Source: an optimization exercise on an open RTL-to-GDS flow (aim: small area, a short achievable clock period and few clock cycles per item). Production flows keep margins and buffers that such runs may drop.
Where RTL was checked, it was by simulation tests only, not by an equivalence proof against the original.
Only the layout flow was run in run 1; the RTL was not checked for function there.
Power and IR drop assume default switching activity.

==> flow/design.v, too long to show whole: its modules and the start of the top module <==
// module alu_core: 836 lines
// module alu_fa: 4 lines
// module alu_ha: 4 lines
// module alu_booth: 16 lines
// module alu_arbiter: 91 lines
module alu_arbiter
#(
  parameter int WIDTH   = 32,
  parameter int MUL_LAT = 3
) (
  input  logic             clk,
  input  logic             rst_n,
  input  logic             req0_valid,
  output logic             req0_ready,
  input  logic [2:0]       req0_op,
  input  logic [WIDTH-1:0] req0_a,
  input  logic [WIDTH-1:0] req0_b,
  input  logic             req1_valid,
  output logic             req1_ready,
  input  logic [2:0]       req1_op,
  input  logic [WIDTH-1:0] req1_a,
  input  logic [WIDTH-1:0] req1_b,
  output logic             resp_valid,
  input  logic             resp_ready,
  output logic             resp_id,
  output logic [WIDTH-1:0] resp_data,
  output logic             resp_zero,
  output logic             resp_neg
);
  // ...
==> flow/flow/run.sh <==
#!/bin/bash
# Layout: the standard ORFS flow (standard.sh), unchanged except for
# make-variable settings: a larger setup repair target (the SDC, clock period
# and I/O delays are untouched), plain buffers on the ports, and clock tree
# synthesis without dummy loads.
set -euo pipefail
bash standard.sh \
  SETUP_SLACK_MARGIN=6.9 \
  "BUFFER_PORTS_ARGS=-buffer_cell sky130_fd_sc_hd__buf_1" \
  "CTS_ARGS=-sink_clustering_enable -repair_clock_nets -dont_use_dummy_load" \
  finish > standard_flow.log 2>&1
==> flow/standard.sh <==
#!/bin/bash
# synth_recipe.tcl (not shown) runs the flow's synth.tcl, then flattens the netlist and writes it again
# the make line also repeats each setting of config.mk as NAME=value (left out here)
make -C /OpenROAD-flow-scripts/flow DESIGN_CONFIG=/design/flow/config.mk WORK_HOME=/design/flow/orfs CLKGATE_MAP_FILE= SYNTH_SCRIPT=/design/flow/synth_recipe.tcl "${@:-finish}"
==> flow/config.mk <==
export PLATFORM = sky130hd
export DESIGN_NAME = alu_arbiter
export DESIGN_NICKNAME = alu_arbiter
export VERILOG_FILES = /design/flow/design.v
export SDC_FILE = /design/flow/constraint.sdc
export NUM_CORES = 4
export LEC_CHECK = 0
export CAP_MARGIN = 20
export CORE_MARGIN = 2
export CORE_UTILIZATION = 65
export PLACE_DENSITY = 0.75
export SLEW_MARGIN = 20
export SYNTH_HIERARCHICAL = 1
export SYNTH_MINIMUM_KEEP_SIZE = 0
==> flow/constraint.sdc <==
create_clock -name core_clock -period 12.5 [get_ports {clk}]
set_input_delay 2.5000 -clock core_clock [delete_from_list [all_inputs] [get_ports {clk}]]
set_output_delay 2.5000 -clock core_clock [all_outputs]
set_load 0.01 [all_outputs]
==> impl_metrics.yaml, run 1 <==
run_status:
  status: "no timing/DRC/antenna violations"
place:
  place.gp.congestion: 0.944
  place_area_um2: 18300
drt:
  ant_nets: 0
  drt-initial-drc-count: 1969
final_layout:
  nNonClkInverters: 13
timing:
  post-route-period-util_pct: 45.2
  setup_slack_ns: 6.85
  report.final.setup_viol: 0
  max_slew_margin_pct: 28.4
  fmax_mhz: 177
clock_network:
  ctsHtreeMaxLevel: 4
  clk_pin_slew_ns: 0.08
  cts.sinks: 152
  postCtsSetupRepairBufs: 4
setup_path:
  required_ns: 12.65
  path_depth: 16
  endpoint_kind: "flip-flop"
  crit_buf_inv: 1
  critPathArrivalTime_ns: 5.80
  critPathLaunchType: "flip-flop"
power:
  leakage_nw: 7.48
  comb_cell_power_mw: 4.09
yosys:
  postSynthAreaPerCell_um2: 10.2
  synth_edf_count: 33
  synth-seq-area-share_pct: 19.1
  synth_fa_ha_area_share_pct: 28.8
  yosysMostFrequentCell: "xnor2_1"
min_path:
  hp-start: "last_grant"
  hp-class: "flip-flop to flip-flop"
die:
  taps: 341
==> module alu_booth, before the edit <==
module alu_booth (
  input  logic [31:0] b,
  output logic [15:0] one,
  output logic [15:0] two,
  output logic [15:0] neg
);
  logic [32:0] e;
  assign e = {b, 1'b0};
  always_comb begin
    for (int i = 0; i < 16; i++) begin
      one[i] = e[2*i+1] ^ e[2*i];
      two[i] = (e[2*i+2] ^ e[2*i+1]) & ~(e[2*i+1] ^ e[2*i]);
      neg[i] = e[2*i+2];
    end
  end
endmodule
==> module alu_arbiter, before the edit <==
module alu_arbiter
#(
  parameter int WIDTH   = 32,
  parameter int MUL_LAT = 3
) (
  input  logic             clk,
  input  logic             rst_n,
  input  logic             req0_valid,
  output logic             req0_ready,
  input  logic [2:0]       req0_op,
  input  logic [WIDTH-1:0] req0_a,
  input  logic [WIDTH-1:0] req0_b,
  input  logic             req1_valid,
  output logic             req1_ready,
  input  logic [2:0]       req1_op,
  input  logic [WIDTH-1:0] req1_a,
  input  logic [WIDTH-1:0] req1_b,
  output logic             resp_valid,
  input  logic             resp_ready,
  output logic             resp_id,
  output logic [WIDTH-1:0] resp_data,
  output logic             resp_zero,
  output logic             resp_neg
);
  logic last_grant, cap0, cap1, cid, en, acc0, acc1, acc;
  logic [2:0] op_g;
  logic [31:0] a_g, b_g, bm_g, by_g, y;
  logic cin_q, f_q;
  logic [31:0] a_q, by_q;
  logic [15:0] one_g, two_g, neg_g, one_q, two_q, neg_q;
  logic cin_g, f_g;
  assign en         = ~resp_valid | resp_ready;
  assign req0_ready = cap0 & en & (last_grant | ~req1_valid);
  assign req1_ready = cap1 & en & (~last_grant | ~req0_valid);
  assign acc0       = req0_valid & req0_ready;
  assign acc1       = req1_valid & req1_ready;
  assign acc        = acc0 | acc1;
  assign op_g = cid ? req0_op : req1_op;
  assign a_g  = cid ? req0_a  : req1_a;
  assign b_g  = cid ? req0_b  : req1_b;
  always_comb begin
    cin_g = 1'b0;
    f_g   = 1'b0;
    bm_g  = 32'd1;
    by_g  = '0;
    case (op_g)
      alu_pkg::ALU_MUL: bm_g = b_g;
      alu_pkg::ALU_SHL: bm_g = 32'd1 << b_g[4:0];
      alu_pkg::ALU_OR:  by_g = b_g & ~a_g;
      alu_pkg::ALU_SUB, alu_pkg::ALU_CMP: begin cin_g = 1'b1; by_g = ~b_g; end
      alu_pkg::ALU_CMM: begin cin_g = 1'b1; f_g = 1'b1; by_g = ~b_g; end
      alu_pkg::ALU_CME: begin f_g = 1'b1; by_g = ~b_g; end
      default: by_g = b_g;
    endcase
  end
  always_ff @(posedge clk or negedge rst_n) begin
    if (!rst_n) begin
      last_grant <= 1'b1;
      cid        <= 1'b0;
      cap0       <= 1'b0;
      cap1       <= 1'b0;
      resp_valid <= 1'b0;
    end else begin
      if (acc) last_grant <= acc1;
      cid <= ~cid;
      cap0 <= cid & req0_valid;
      cap1 <= ~cid & req1_valid;
      if (en) resp_valid <= acc;
    end
  end
  always_ff @(posedge clk) begin
    a_q   <= a_g;
    one_q <= one_g;
    two_q <= two_g;
    neg_q <= neg_g;
    for (int i = 0; i < 16; i++) begin
      by_q[2*i]   <= by_g[2*i];
      by_q[2*i+1] <= by_g[2*i+1] | (neg_g[i] & ~(one_g[i] & a_g[0]));
    end
    cin_q <= cin_g;
    f_q   <= f_g;
    if (en) begin
      resp_data <= y;
      resp_id   <= cid;
    end
  end
  alu_booth u_booth (.b(bm_g), .one(one_g), .two(two_g), .neg(neg_g));
  alu_core u_core (.a(a_q), .one(one_q), .two(two_q), .neg(neg_q), .by(by_q), .cin(cin_q), .f(f_q), .y(y));
  assign resp_zero = resp_data == '0;
  assign resp_neg  = resp_data[WIDTH-1];
endmodule
==> run 2, diff against run 1 <==
--- a/flow/design.v
+++ b/flow/design.v
@@ -14,17 +14,17 @@
   input  logic [15:0] one,
   input  logic [15:0] two,
   input  logic [15:0] neg,
   input  logic [31:0] by,
   input  logic        cin,
   input  logic        f,
   output logic [31:0] y
 );
-  wire pp_0_0 = one[0] & a[0];
+  wire pp_0_0 = (one[0] & a[0]) ^ neg[0];
   wire pp_0_1 = ((one[0] & a[1]) | (two[0] & a[0])) ^ neg[0];
   wire pp_0_2 = ((one[0] & a[2]) | (two[0] & a[1])) ^ neg[0];
   wire pp_0_3 = ((one[0] & a[3]) | (two[0] & a[2])) ^ neg[0];
   wire pp_0_4 = ((one[0] & a[4]) | (two[0] & a[3])) ^ neg[0];
   wire pp_0_5 = ((one[0] & a[5]) | (two[0] & a[4])) ^ neg[0];
   wire pp_0_6 = ((one[0] & a[6]) | (two[0] & a[5])) ^ neg[0];
   wire pp_0_7 = ((one[0] & a[7]) | (two[0] & a[6])) ^ neg[0];
   wire pp_0_8 = ((one[0] & a[8]) | (two[0] & a[7])) ^ neg[0];
@@ -46,17 +46,17 @@
   wire pp_0_24 = ((one[0] & a[24]) | (two[0] & a[23])) ^ neg[0];
   wire pp_0_25 = ((one[0] & a[25]) | (two[0] & a[24])) ^ neg[0];
   wire pp_0_26 = ((one[0] & a[26]) | (two[0] & a[25])) ^ neg[0];
   wire pp_0_27 = ((one[0] & a[27]) | (two[0] & a[26])) ^ neg[0];
   wire pp_0_28 = ((one[0] & a[28]) | (two[0] & a[27])) ^ neg[0];
   wire pp_0_29 = ((one[0] & a[29]) | (two[0] & a[28])) ^ neg[0];
   wire pp_0_30 = ((one[0] & a[30]) | (two[0] & a[29])) ^ neg[0];
   wire pp_0_31 = ((one[0] & a[31]) | (two[0] & a[30])) ^ neg[0];
-  wire pp_1_0 = one[1] & a[0];
+  wire pp_1_0 = (one[1] & a[0]) ^ neg[1];
   wire pp_1_1 = ((one[1] & a[1]) | (two[1] & a[0])) ^ neg[1];
   wire pp_1_2 = ((one[1] & a[2]) | (two[1] & a[1])) ^ neg[1];
   wire pp_1_3 = ((one[1] & a[3]) | (two[1] & a[2])) ^ neg[1];
   wire pp_1_4 = ((one[1] & a[4]) | (two[1] & a[3])) ^ neg[1];
   wire pp_1_5 = ((one[1] & a[5]) | (two[1] & a[4])) ^ neg[1];
   wire pp_1_6 = ((one[1] & a[6]) | (two[1] & a[5])) ^ neg[1];
   wire pp_1_7 = ((one[1] & a[7]) | (two[1] & a[6])) ^ neg[1];
   wire pp_1_8 = ((one[1] & a[8]) | (two[1] & a[7])) ^ neg[1];
@@ -76,17 +76,17 @@
   wire pp_1_22 = ((one[1] & a[22]) | (two[1] & a[21])) ^ neg[1];
   wire pp_1_23 = ((one[1] & a[23]) | (two[1] & a[22])) ^ neg[1];
   wire pp_1_24 = ((one[1] & a[24]) | (two[1] & a[23])) ^ neg[1];
   wire pp_1_25 = ((one[1] & a[25]) | (two[1] & a[24])) ^ neg[1];
   wire pp_1_26 = ((one[1] & a[26]) | (two[1] & a[25])) ^ neg[1];
   wire pp_1_27 = ((one[1] & a[27]) | (two[1] & a[26])) ^ neg[1];
   wire pp_1_28 = ((one[1] & a[28]) | (two[1] & a[27])) ^ neg[1];
   wire pp_1_29 = ((one[1] & a[29]) | (two[1] & a[28])) ^ neg[1];
-  wire pp_2_0 = one[2] & a[0];
+  wire pp_2_0 = (one[2] & a[0]) ^ neg[2];
   wire pp_2_1 = ((one[2] & a[1]) | (two[2] & a[0])) ^ neg[2];
   wire pp_2_2 = ((one[2] & a[2]) | (two[2] & a[1])) ^ neg[2];
   wire pp_2_3 = ((one[2] & a[3]) | (two[2] & a[2])) ^ neg[2];
   wire pp_2_4 = ((one[2] & a[4]) | (two[2] & a[3])) ^ neg[2];
   wire pp_2_5 = ((one[2] & a[5]) | (two[2] & a[4])) ^ neg[2];
   wire pp_2_6 = ((one[2] & a[6]) | (two[2] & a[5])) ^ neg[2];
   wire pp_2_7 = ((one[2] & a[7]) | (two[2] & a[6])) ^ neg[2];
   wire pp_2_8 = ((one[2] & a[8]) | (two[2] & a[7])) ^ neg[2];
@@ -104,17 +104,17 @@
   wire pp_2_20 = ((one[2] & a[20]) | (two[2] & a[19])) ^ neg[2];
   wire pp_2_21 = ((one[2] & a[21]) | (two[2] & a[20])) ^ neg[2];
   wire pp_2_22 = ((one[2] & a[22]) | (two[2] & a[21])) ^ neg[2];
   wire pp_2_23 = ((one[2] & a[23]) | (two[2] & a[22])) ^ neg[2];
   wire pp_2_24 = ((one[2] & a[24]) | (two[2] & a[23])) ^ neg[2];
   wire pp_2_25 = ((one[2] & a[25]) | (two[2] & a[24])) ^ neg[2];
   wire pp_2_26 = ((one[2] & a[26]) | (two[2] & a[25])) ^ neg[2];
   wire pp_2_27 = ((one[2] & a[27]) | (two[2] & a[26])) ^ neg[2];
-  wire pp_3_0 = one[3] & a[0];
+  wire pp_3_0 = (one[3] & a[0]) ^ neg[3];
   wire pp_3_1 = ((one[3] & a[1]) | (two[3] & a[0])) ^ neg[3];
   wire pp_3_2 = ((one[3] & a[2]) | (two[3] & a[1])) ^ neg[3];
   wire pp_3_3 = ((one[3] & a[3]) | (two[3] & a[2])) ^ neg[3];
   wire pp_3_4 = ((one[3] & a[4]) | (two[3] & a[3])) ^ neg[3];
   wire pp_3_5 = ((one[3] & a[5]) | (two[3] & a[4])) ^ neg[3];
   wire pp_3_6 = ((one[3] & a[6]) | (two[3] & a[5])) ^ neg[3];
   wire pp_3_7 = ((one[3] & a[7]) | (two[3] & a[6])) ^ neg[3];
   wire pp_3_8 = ((one[3] & a[8]) | (two[3] & a[7])) ^ neg[3];
@@ -130,17 +130,17 @@
   wire pp_3_18 = ((one[3] & a[18]) | (two[3] & a[17])) ^ neg[3];
   wire pp_3_19 = ((one[3] & a[19]) | (two[3] & a[18])) ^ neg[3];
   wire pp_3_20 = ((one[3] & a[20]) | (two[3] & a[19])) ^ neg[3];
   wire pp_3_21 = ((one[3] & a[21]) | (two[3] & a[20])) ^ neg[3];
   wire pp_3_22 = ((one[3] & a[22]) | (two[3] & a[21])) ^ neg[3];
   wire pp_3_23 = ((one[3] & a[23]) | (two[3] & a[22])) ^ neg[3];
   wire pp_3_24 = ((one[3] & a[24]) | (two[3] & a[23])) ^ neg[3];
   wire pp_3_25 = ((one[3] & a[25]) | (two[3] & a[24])) ^ neg[3];
-  wire pp_4_0 = one[4] & a[0];
+  wire pp_4_0 = (one[4] & a[0]) ^ neg[4];
   wire pp_4_1 = ((one[4] & a[1]) | (two[4] & a[0])) ^ neg[4];
   wire pp_4_2 = ((one[4] & a[2]) | (two[4] & a[1])) ^ neg[4];
   wire pp_4_3 = ((one[4] & a[3]) | (two[4] & a[2])) ^ neg[4];
   wire pp_4_4 = ((one[4] & a[4]) | (two[4] & a[3])) ^ neg[4];
   wire pp_4_5 = ((one[4] & a[5]) | (two[4] & a[4])) ^ neg[4];
   wire pp_4_6 = ((one[4] & a[6]) | (two[4] & a[5])) ^ neg[4];
   wire pp_4_7 = ((one[4] & a[7]) | (two[4] & a[6])) ^ neg[4];
   wire pp_4_8 = ((one[4] & a[8]) | (two[4] & a[7])) ^ neg[4];
@@ -154,17 +154,17 @@
   wire pp_4_16 = ((one[4] & a[16]) | (two[4] & a[15])) ^ neg[4];
   wire pp_4_17 = ((one[4] & a[17]) | (two[4] & a[16])) ^ neg[4];
   wire pp_4_18 = ((one[4] & a[18]) | (two[4] & a[17])) ^ neg[4];
   wire pp_4_19 = ((one[4] & a[19]) | (two[4] & a[18])) ^ neg[4];
   wire pp_4_20 = ((one[4] & a[20]) | (two[4] & a[19])) ^ neg[4];
   wire pp_4_21 = ((one[4] & a[21]) | (two[4] & a[20])) ^ neg[4];
   wire pp_4_22 = ((one[4] & a[22]) | (two[4] & a[21])) ^ neg[4];
   wire pp_4_23 = ((one[4] & a[23]) | (two[4] & a[22])) ^ neg[4];
-  wire pp_5_0 = one[5] & a[0];
+  wire pp_5_0 = (one[5] & a[0]) ^ neg[5];
   wire pp_5_1 = ((one[5] & a[1]) | (two[5] & a[0])) ^ neg[5];
   wire pp_5_2 = ((one[5] & a[2]) | (two[5] & a[1])) ^ neg[5];
   wire pp_5_3 = ((one[5] & a[3]) | (two[5] & a[2])) ^ neg[5];
   wire pp_5_4 = ((one[5] & a[4]) | (two[5] & a[3])) ^ neg[5];
   wire pp_5_5 = ((one[5] & a[5]) | (two[5] & a[4])) ^ neg[5];
   wire pp_5_6 = ((one[5] & a[6]) | (two[5] & a[5])) ^ neg[5];
   wire pp_5_7 = ((one[5] & a[7]) | (two[5] & a[6])) ^ neg[5];
   wire pp_5_8 = ((one[5] & a[8]) | (two[5] & a[7])) ^ neg[5];
@@ -176,17 +176,17 @@
   wire pp_5_14 = ((one[5] & a[14]) | (two[5] & a[13])) ^ neg[5];
   wire pp_5_15 = ((one[5] & a[15]) | (two[5] & a[14])) ^ neg[5];
   wire pp_5_16 = ((one[5] & a[16]) | (two[5] & a[15])) ^ neg[5];
   wire pp_5_17 = ((one[5] & a[17]) | (two[5] & a[16])) ^ neg[5];
   wire pp_5_18 = ((one[5] & a[18]) | (two[5] & a[17])) ^ neg[5];
   wire pp_5_19 = ((one[5] & a[19]) | (two[5] & a[18])) ^ neg[5];
   wire pp_5_20 = ((one[5] & a[20]) | (two[5] & a[19])) ^ neg[5];
   wire pp_5_21 = ((one[5] & a[21]) | (two[5] & a[20])) ^ neg[5];
-  wire pp_6_0 = one[6] & a[0];
+  wire pp_6_0 = (one[6] & a[0]) ^ neg[6];
   wire pp_6_1 = ((one[6] & a[1]) | (two[6] & a[0])) ^ neg[6];
   wire pp_6_2 = ((one[6] & a[2]) | (two[6] & a[1])) ^ neg[6];
   wire pp_6_3 = ((one[6] & a[3]) | (two[6] & a[2])) ^ neg[6];
   wire pp_6_4 = ((one[6] & a[4]) | (two[6] & a[3])) ^ neg[6];
   wire pp_6_5 = ((one[6] & a[5]) | (two[6] & a[4])) ^ neg[6];
   wire pp_6_6 = ((one[6] & a[6]) | (two[6] & a[5])) ^ neg[6];
   wire pp_6_7 = ((one[6] & a[7]) | (two[6] & a[6])) ^ neg[6];
   wire pp_6_8 = ((one[6] & a[8]) | (two[6] & a[7])) ^ neg[6];
@@ -196,17 +196,17 @@
   wire pp_6_12 = ((one[6] & a[12]) | (two[6] & a[11])) ^ neg[6];
   wire pp_6_13 = ((one[6] & a[13]) | (two[6] & a[12])) ^ neg[6];
   wire pp_6_14 = ((one[6] & a[14]) | (two[6] & a[13])) ^ neg[6];
   wire pp_6_15 = ((one[6] & a[15]) | (two[6] & a[14])) ^ neg[6];
   wire pp_6_16 = ((one[6] & a[16]) | (two[6] & a[15])) ^ neg[6];
   wire pp_6_17 = ((one[6] & a[17]) | (two[6] & a[16])) ^ neg[6];
   wire pp_6_18 = ((one[6] & a[18]) | (two[6] & a[17])) ^ neg[6];
   wire pp_6_19 = ((one[6] & a[19]) | (two[6] & a[18])) ^ neg[6];
-  wire pp_7_0 = one[7] & a[0];
+  wire pp_7_0 = (one[7] & a[0]) ^ neg[7];
   wire pp_7_1 = ((one[7] & a[1]) | (two[7] & a[0])) ^ neg[7];
   wire pp_7_2 = ((one[7] & a[2]) | (two[7] & a[1])) ^ neg[7];
   wire pp_7_3 = ((one[7] & a[3]) | (two[7] & a[2])) ^ neg[7];
   wire pp_7_4 = ((one[7] & a[4]) | (two[7] & a[3])) ^ neg[7];
   wire pp_7_5 = ((one[7] & a[5]) | (two[7] & a[4])) ^ neg[7];
   wire pp_7_6 = ((one[7] & a[6]) | (two[7] & a[5])) ^ neg[7];
   wire pp_7_7 = ((one[7] & a[7]) | (two[7] & a[6])) ^ neg[7];
   wire pp_7_8 = ((one[7] & a[8]) | (two[7] & a[7])) ^ neg[7];
@@ -214,87 +214,87 @@
   wire pp_7_10 = ((one[7] & a[10]) | (two[7] & a[9])) ^ neg[7];
   wire pp_7_11 = ((one[7] & a[11]) | (two[7] & a[10])) ^ neg[7];
   wire pp_7_12 = ((one[7] & a[12]) | (two[7] & a[11])) ^ neg[7];
   wire pp_7_13 = ((one[7] & a[13]) | (two[7] & a[12])) ^ neg[7];
   wire pp_7_14 = ((one[7] & a[14]) | (two[7] & a[13])) ^ neg[7];
   wire pp_7_15 = ((one[7] & a[15]) | (two[7] & a[14])) ^ neg[7];
   wire pp_7_16 = ((one[7] & a[16]) | (two[7] & a[15])) ^ neg[7];
   wire pp_7_17 = ((one[7] & a[17]) | (two[7] & a[16])) ^ neg[7];
-  wire pp_8_0 = one[8] & a[0];
+  wire pp_8_0 = (one[8] & a[0]) ^ neg[8];
   wire pp_8_1 = ((one[8] & a[1]) | (two[8] & a[0])) ^ neg[8];
   wire pp_8_2 = ((one[8] & a[2]) | (two[8] & a[1])) ^ neg[8];
   wire pp_8_3 = ((one[8] & a[3]) | (two[8] & a[2])) ^ neg[8];
   wire pp_8_4 = ((one[8] & a[4]) | (two[8] & a[3])) ^ neg[8];
   wire pp_8_5 = ((one[8] & a[5]) | (two[8] & a[4])) ^ neg[8];
   wire pp_8_6 = ((one[8] & a[6]) | (two[8] & a[5])) ^ neg[8];
   wire pp_8_7 = ((one[8] & a[7]) | (two[8] & a[6])) ^ neg[8];
   wire pp_8_8 = ((one[8] & a[8]) | (two[8] & a[7])) ^ neg[8];
   wire pp_8_9 = ((one[8] & a[9]) | (two[8] & a[8])) ^ neg[8];
   wire pp_8_10 = ((one[8] & a[10]) | (two[8] & a[9])) ^ neg[8];
   wire pp_8_11 = ((one[8] & a[11]) | (two[8] & a[10])) ^ neg[8];
   wire pp_8_12 = ((one[8] & a[12]) | (two[8] & a[11])) ^ neg[8];
   wire pp_8_13 = ((one[8] & a[13]) | (two[8] & a[12])) ^ neg[8];
   wire pp_8_14 = ((one[8] & a[14]) | (two[8] & a[13])) ^ neg[8];
   wire pp_8_15 = ((one[8] & a[15]) | (two[8] & a[14])) ^ neg[8];
-  wire pp_9_0 = one[9] & a[0];
+  wire pp_9_0 = (one[9] & a[0]) ^ neg[9];
   wire pp_9_1 = ((one[9] & a[1]) | (two[9] & a[0])) ^ neg[9];
   wire pp_9_2 = ((one[9] & a[2]) | (two[9] & a[1])) ^ neg[9];
   wire pp_9_3 = ((one[9] & a[3]) | (two[9] & a[2])) ^ neg[9];
   wire pp_9_4 = ((one[9] & a[4]) | (two[9] & a[3])) ^ neg[9];
   wire pp_9_5 = ((one[9] & a[5]) | (two[9] & a[4])) ^ neg[9];
   wire pp_9_6 = ((one[9] & a[6]) | (two[9] & a[5])) ^ neg[9];
   wire pp_9_7 = ((one[9] & a[7]) | (two[9] & a[6])) ^ neg[9];
   wire pp_9_8 = ((one[9] & a[8]) | (two[9] & a[7])) ^ neg[9];
   wire pp_9_9 = ((one[9] & a[9]) | (two[9] & a[8])) ^ neg[9];
   wire pp_9_10 = ((one[9] & a[10]) | (two[9] & a[9])) ^ neg[9];
   wire pp_9_11 = ((one[9] & a[11]) | (two[9] & a[10])) ^ neg[9];
   wire pp_9_12 = ((one[9] & a[12]) | (two[9] & a[11])) ^ neg[9];
   wire pp_9_13 = ((one[9] & a[13]) | (two[9] & a[12])) ^ neg[9];
-  wire pp_10_0 = one[10] & a[0];
+  wire pp_10_0 = (one[10] & a[0]) ^ neg[10];
   wire pp_10_1 = ((one[10] & a[1]) | (two[10] & a[0])) ^ neg[10];
   wire pp_10_2 = ((one[10] & a[2]) | (two[10] & a[1])) ^ neg[10];
   wire pp_10_3 = ((one[10] & a[3]) | (two[10] & a[2])) ^ neg[10];
   wire pp_10_4 = ((one[10] & a[4]) | (two[10] & a[3])) ^ neg[10];
   wire pp_10_5 = ((one[10] & a[5]) | (two[10] & a[4])) ^ neg[10];
   wire pp_10_6 = ((one[10] & a[6]) | (two[10] & a[5])) ^ neg[10];
   wire pp_10_7 = ((one[10] & a[7]) | (two[10] & a[6])) ^ neg[10];
   wire pp_10_8 = ((one[10] & a[8]) | (two[10] & a[7])) ^ neg[10];
   wire pp_10_9 = ((one[10] & a[9]) | (two[10] & a[8])) ^ neg[10];
   wire pp_10_10 = ((one[10] & a[10]) | (two[10] & a[9])) ^ neg[10];
   wire pp_10_11 = ((one[10] & a[11]) | (two[10] & a[10])) ^ neg[10];
-  wire pp_11_0 = one[11] & a[0];
+  wire pp_11_0 = (one[11] & a[0]) ^ neg[11];
   wire pp_11_1 = ((one[11] & a[1]) | (two[11] & a[0])) ^ neg[11];
   wire pp_11_2 = ((one[11] & a[2]) | (two[11] & a[1])) ^ neg[11];
   wire pp_11_3 = ((one[11] & a[3]) | (two[11] & a[2])) ^ neg[11];
   wire pp_11_4 = ((one[11] & a[4]) | (two[11] & a[3])) ^ neg[11];
   wire pp_11_5 = ((one[11] & a[5]) | (two[11] & a[4])) ^ neg[11];
   wire pp_11_6 = ((one[11] & a[6]) | (two[11] & a[5])) ^ neg[11];
   wire pp_11_7 = ((one[11] & a[7]) | (two[11] & a[6])) ^ neg[11];
   wire pp_11_8 = ((one[11] & a[8]) | (two[11] & a[7])) ^ neg[11];
   wire pp_11_9 = ((one[11] & a[9]) | (two[11] & a[8])) ^ neg[11];
-  wire pp_12_0 = one[12] & a[0];
+  wire pp_12_0 = (one[12] & a[0]) ^ neg[12];
   wire pp_12_1 = ((one[12] & a[1]) | (two[12] & a[0])) ^ neg[12];
   wire pp_12_2 = ((one[12] & a[2]) | (two[12] & a[1])) ^ neg[12];
   wire pp_12_3 = ((one[12] & a[3]) | (two[12] & a[2])) ^ neg[12];
   wire pp_12_4 = ((one[12] & a[4]) | (two[12] & a[3])) ^ neg[12];
   wire pp_12_5 = ((one[12] & a[5]) | (two[12] & a[4])) ^ neg[12];
   wire pp_12_6 = ((one[12] & a[6]) | (two[12] & a[5])) ^ neg[12];
   wire pp_12_7 = ((one[12] & a[7]) | (two[12] & a[6])) ^ neg[12];
-  wire pp_13_0 = one[13] & a[0];
+  wire pp_13_0 = (one[13] & a[0]) ^ neg[13];
   wire pp_13_1 = ((one[13] & a[1]) | (two[13] & a[0])) ^ neg[13];
   wire pp_13_2 = ((one[13] & a[2]) | (two[13] & a[1])) ^ neg[13];
   wire pp_13_3 = ((one[13] & a[3]) | (two[13] & a[2])) ^ neg[13];
   wire pp_13_4 = ((one[13] & a[4]) | (two[13] & a[3])) ^ neg[13];
   wire pp_13_5 = ((one[13] & a[5]) | (two[13] & a[4])) ^ neg[13];
-  wire pp_14_0 = one[14] & a[0];
+  wire pp_14_0 = (one[14] & a[0]) ^ neg[14];
   wire pp_14_1 = ((one[14] & a[1]) | (two[14] & a[0])) ^ neg[14];
   wire pp_14_2 = ((one[14] & a[2]) | (two[14] & a[1])) ^ neg[14];
   wire pp_14_3 = ((one[14] & a[3]) | (two[14] & a[2])) ^ neg[14];
-  wire pp_15_0 = one[15] & a[0];
+  wire pp_15_0 = (one[15] & a[0]) ^ neg[15];
   wire pp_15_1 = ((one[15] & a[1]) | (two[15] & a[0])) ^ neg[15];
   wire s1, c2;
   alu_ha u_s1 (.a(by[24]), .b(pp_0_24), .s(s1), .co(c2));
   wire s3, c4;
   alu_fa u_s3 (.a(by[25]), .b(pp_0_25), .c(pp_1_23), .s(s3), .co(c4));
   wire s5, c6;
   alu_fa u_s5 (.a(by[26]), .b(pp_0_26), .c(pp_1_24), .s(s5), .co(c6));
   wire s7, c8;
@@ -859,17 +859,17 @@
   output logic [15:0] two,
   output logic [15:0] neg
 );
   logic [32:0] e;
   assign e = {b, 1'b0};
   always_comb begin
     for (int i = 0; i < 16; i++) begin
       one[i] = e[2*i+1] ^ e[2*i];
-      two[i] = (e[2*i+2] ^ e[2*i+1]) & ~(e[2*i+1] ^ e[2*i]);
+      two[i] = (e[2*i+2] & ~e[2*i+1] & ~e[2*i]) | (~e[2*i+2] & e[2*i+1] & e[2*i]);
       neg[i] = e[2*i+2];
     end
   end
 endmodule
 module alu_arbiter
 #(
   parameter int WIDTH   = 32,
   parameter int MUL_LAT = 3
@@ -888,26 +888,26 @@
   input  logic [WIDTH-1:0] req1_b,
   output logic             resp_valid,
   input  logic             resp_ready,
   output logic             resp_id,
   output logic [WIDTH-1:0] resp_data,
   output logic             resp_zero,
   output logic             resp_neg
 );
-  logic last_grant, cap0, cap1, cid, en, acc0, acc1, acc;
+  logic last_grant, cv, cid, en, acc0, acc1, acc;
   logic [2:0] op_g;
   logic [31:0] a_g, b_g, bm_g, by_g, y;
   logic cin_q, f_q;
   logic [31:0] a_q, by_q;
   logic [15:0] one_g, two_g, neg_g, one_q, two_q, neg_q;
   logic cin_g, f_g;
   assign en         = ~resp_valid | resp_ready;
-  assign req0_ready = cap0 & en & (last_grant | ~req1_valid);
-  assign req1_ready = cap1 & en & (~last_grant | ~req0_valid);
+  assign req0_ready = cv & ~cid & en & (last_grant | ~req1_valid);
+  assign req1_ready = cv &  cid & en & (~last_grant | ~req0_valid);
   assign acc0       = req0_valid & req0_ready;
   assign acc1       = req1_valid & req1_ready;
   assign acc        = acc0 | acc1;
   assign op_g = cid ? req0_op : req1_op;
   assign a_g  = cid ? req0_a  : req1_a;
   assign b_g  = cid ? req0_b  : req1_b;
   always_comb begin
     cin_g = 1'b0;
@@ -923,35 +923,33 @@
       alu_pkg::ALU_CME: begin f_g = 1'b1; by_g = ~b_g; end
       default: by_g = b_g;
     endcase
   end
   always_ff @(posedge clk or negedge rst_n) begin
     if (!rst_n) begin
       last_grant <= 1'b1;
       cid        <= 1'b0;
-      cap0       <= 1'b0;
-      cap1       <= 1'b0;
+      cv         <= 1'b0;
       resp_valid <= 1'b0;
     end else begin
       if (acc) last_grant <= acc1;
       cid <= ~cid;
-      cap0 <= cid & req0_valid;
-      cap1 <= ~cid & req1_valid;
+      cv  <= cid ? req0_valid : req1_valid;
       if (en) resp_valid <= acc;
     end
   end
   always_ff @(posedge clk) begin
     a_q   <= a_g;
     one_q <= one_g;
     two_q <= two_g;
     neg_q <= neg_g;
     for (int i = 0; i < 16; i++) begin
-      by_q[2*i]   <= by_g[2*i];
-      by_q[2*i+1] <= by_g[2*i+1] | (neg_g[i] & ~(one_g[i] & a_g[0]));
+      by_q[2*i]   <= by_g[2*i] | neg_g[i];
+      by_q[2*i+1] <= by_g[2*i+1];
     end
     cin_q <= cin_g;
     f_q   <= f_g;
     if (en) begin
       resp_data <= y;
       resp_id   <= cid;
     end
   end
==> flow/flow/run.sh (replaced) <==
#!/bin/bash
# Layout: the standard ORFS flow (standard.sh), unchanged except for
# make-variable settings: a larger setup repair target (the SDC, clock period
# and I/O delays are untouched), plain buffers on the ports, and clock tree
# synthesis without dummy loads.
set -euo pipefail
bash standard.sh \
  SETUP_SLACK_MARGIN=6.75 \
  "BUFFER_PORTS_ARGS=-buffer_cell sky130_fd_sc_hd__buf_1" \
  "CTS_ARGS=-sink_clustering_enable -repair_clock_nets -dont_use_dummy_load" \
  finish > standard_flow.log 2>&1
==> run 2 against run 1 <==
  * Sequential cell count fell by 1
  * Die area rose by 0.44%
  * Critical endpoint is now req1_ready
  * Sequential power fell by 2%
  * Setup slack got worse by 0.030 ns
  * Still clean on timing, DRC and antenna
  * Clock power barely moved
  * Worst hold slack improved by 0.098 ns
  * Largest power group unchanged
  * Area after synthesis rose by 0.45%
  * Highest routed layer is now met4
  * Maximum frequency fell by 0.53%
  * Via count fell by 0.41%
  * Final cell count rose by 0.93%
==> impl_metrics.yaml, run 2 <==
yosys:
  ys_types: 81
  synth_cells: 1763
  yosysWarnings: 8
  yosysTopAreaCell: "fa_1"
  synthSimpleGateAreaFrac_pct: 6.77
  synth_common_cells: "xnor2_1, a22oi_1, fa_1"
  synth_top_family_by_area: "adder cells"
  synth-seq-area-share_pct: 18.9
  synth-xor-area-share_pct: 15.0
  synth-compound-area-share_pct: 21.1
  synth-main-ff-cell: "dfxtp_1"
  synth_area_leaders: "fa_1, xnor2_1, dfxtp_1"
  ys_seq_elements: 151
  yosysMostFrequentCell: "xnor2_1"
  netlist.area_leader.share_pct: 25.4
  synth-async-reset-ratio_pct: 2.65
  postSynthNetCount: 2176
  postSynthAreaPerCell_um2: 10.1
  synth_edf_count: 33
  synth_area_um2: 17900
  synthMuxAreaShare_pct: 4.55
  synth_fa_ha_area_share_pct: 28.7
clock_network:
  cts.hold.buffers_added: 0
  insertion_delay_ns: 0.43
  cts_buffer_depth: 2
  clk_pin_slew_ns: 0.07
  cts.sinks: 151
  ctsHtreeMaxLevel: 4
  cts_tree: "built"
  root_buffer: "clkbuf_16"
  cts_made_buffers: 17
final_layout:
  final_common_cell: "xnor2_1"
  final.fill_count: 1988
  fin_nets: 2235
  fin_util_pct: 71.8
  mostFrequentLayoutCells: "xnor2_1, a22oi_1, fa_1"
  syn_to_final_growth_pct: 8.54
  drive_above_1_share_pct: 10.9
  top_regs: "a_q: 32 flops, by_q: 32 flops, resp_data: 32 flops"
  fin_cells: 2162
timing:
  post-route-period-util_pct: 45.4
  worst_slew_pin_slew_ns: 0.915
  report.final.setup_viol: 0
  finalClockSkew_ns: 0.0256
  setup_slack_ns: 6.82
  finalCriticalPeriod_ns: 5.68
  fmax_mhz: 176
  rsz0062_at_grt: "true"
  setup_tns_ns: 0
  max_slew_margin_pct: 39.0
  finalHoldViolations: 0
  drv_slew: 0
power:
  leakage_nw: 7.55
  p_per_area_nw_per_um2: 263
  power_mw: 5.12
  intPower_mw: 2.65
  switching_share_pct: 48.2
  peakVddDrop_v: 0.000270
  combPwrFrac_pct: 76.6
  clockPowerShare_pct: 8.5
  switching_power_mw: 2.47
  pwr-share-seq_pct: 14.8
global_routing:
  grt_pass1_vias: 14500
  grt_pass1_wl_mm: 82.9
  grt_overflow: 0
  antenna_found_initial: 0
  grtUsageTotal_pct: 37.7
  grt_max_degree: 73
drt:
  routed_wl_mm: 55.1
  drc_errors: 0
  firstDrtPassIters: 11
  top_layer_used: "met4"
  route.met2.wl_mm: 25.0
  via_count: 15000
  ant_nets: 0
  routedWlPerCell_um: 25.5
  drt-initial-drc-count: 1898
  m1WireLength_mm: 22.1
  vias_per_cell: 6.96
  dr_wl_met3_mm: 6.46
die:
  dieArea_um2: 28900
  dieWidth_um: 170
  start_util_pct: 66.2
  chipHeight_um: 170
  pin_count: 177
  core_um2: 27000
  rows: 60
place:
  place.gp.congestion: 0.956
  placed_cells: 2136
  dpl_worst_slack_ns: 6.51
  io_buffer_count: 176
  dp_hpwl_mm: 38.5
setup_path:
  worstPathMaxFanout: 3
  critPathLaunchType: "input port"
  required_ns: 10.00
  timing_worst_setup_path_type: "input port to primary output"
  slowest_delay_ns: 0.24
  worstPathCellList: "buf_2 > nand2b_4 > and4_1 > buf_1"
  endpoint_kind: "primary output"
  critPathSlowestCell: "and4_1"
  critPathArrivalTime_ns: 3.18
job:
  drv_cap: 0
run_status:
  status: "no timing/DRC/antenna violations"
min_path:
  hp-class: "flip-flop to flip-flop"
==> run 2: what timing repair did <==
| item | CTS | global route |
|---|---|---|
| buffers inserted | 1 | 0 |
| gates resized for setup | 25 | 66 |
| setup endpoints to repair | 4 | 8 |
| cloned | 1 | 6 |
| pin swaps | 1 | 16 |
==> run 2: power by group through the flow <==
stage                     clock, mW  combinational, mW  sequential (mW)
after floorplan                   0               2.79            0.764
after global placement            0               3.58            0.763
after detailed placement          0               3.66            0.764
after CTS                     0.435               3.74            0.755
after global routing          0.452               4.33            0.769
final                         0.436               3.92            0.758
==> run 2: per-stage QoR <==
stage	hold slack (ns)	area, µm²
after floorplan	0.447	17900
after global placement	0.565	18500
after detailed placement	0.574	18500
after CTS	0.582	19000
after global routing	0.593	19400
final	0.587	19400
==> run 2: final timing paths <==
path,cells past startpoint,slack (ns),startpoint,to
max,4,6.82,resp_ready,req1_ready
min in group asynchronous,1,1.89,rst_n,resp_valid
min,1,0.59,last_grant,last_grant
max reg2reg,16,6.88,a_q[15],resp_data[29]
max in group asynchronous,1,10.36,rst_n,last_grant
min reg2reg,1,0.59,last_grant,last_grant
==> run 2: area by class of cell <==
| type | count | area [µm²] | area share [%] |
|---|---|---|---|
| Multi-Input combinational cell | 1400 | 13800 | 70.8 |
| Sequential cell | 151 | 3420 | 17.6 |
| Inverter | 25 | 93.8 | 0.483 |
| Tap cell | 341 | 427 | 2.20 |
| Timing Repair Buffer | 227 | 1300 | 6.70 |
| Clock buffer | 17 | 425 | 2.19 |
| Antenna cell | 1 | 2.50 | 0.0129 |
==> run 2: critical path: cells and delay by family <==
kind / cells / cell delay (ns)
buffers and inverters: 2 / 0.29
AND/OR/NAND/NOR: 2 / 0.38
==> run 2: Yosys stat by module, one instance, submodules excluded <==
| module | cell area [µm²] | cells | flip-flops and latches |
|---|---|---|---|
| alu_arbiter | 5710 | 466 | 151 |
| alu_ha | 12.5 | 1 | 0 |
| alu_fa | 20.0 | 1 | 0 |
| alu_core | 6910 | 977 | 0 |
| alu_booth | 544 | 78 | 0 |
==> run 2: cells by family (layout without fill, tap and decap cells) <==
group                      after synthesis  after routing
DFF                                    151            151
AOI/OAI and AO/OA                      508            508
muxes                                   76             76
adders and majority gates              274            274
and+or+nand+nor                        235            236
xor gates and xnor gates               306            306
other                                    0              1
buffers and inverters                  213            269
==> run 2: metal layers <==
layer / vias up / GRT usage, %
met4: 0 / 12.4
li1: 6375 / -
met2: 1137 / 58.3
met5: - / 0
met3: 171 / 9.12
met1: 7359 / 52.3
Testbench counts of run 2, summed over its fixed seeds: cycles 4,016, items 4,000.

afterwards: timing with drivers on the ports:
Ports are ideal in the flow. The routed layouts listed here were re-timed in OpenROAD. Step 1: set_driving_cell puts a clkbuf_16 on clk and a buf_2 on each other input, an assumption about the parent block. Step 2, shift: input delay + t, output delay - t, t = (earliest + latest rising clock arrival at the registers) / 2. This alone moves slack from input paths to output paths. a / b / c = ideal / step 1 / step 2; a / b = the first two.
| run | shift t [ns] | slack for setup (ns) | worst setup path at the end | latest minus earliest clock arrival (ns) |
|---|---|---|---|---|
| run 1 | 0.477 | 6.853 / 6.853 / 6.853 | register to register | 0.041 / 0.041 |
| run 2 | 0.469 | 6.823 / 6.800 / 6.800 | input to output | 0.026 / 0.026 |
After both steps setup and hold are still met in every run listed. For run 2, which loses most, drivers alone change the setup slack by -0.023 ns; drivers and shift together by -0.023 ns.
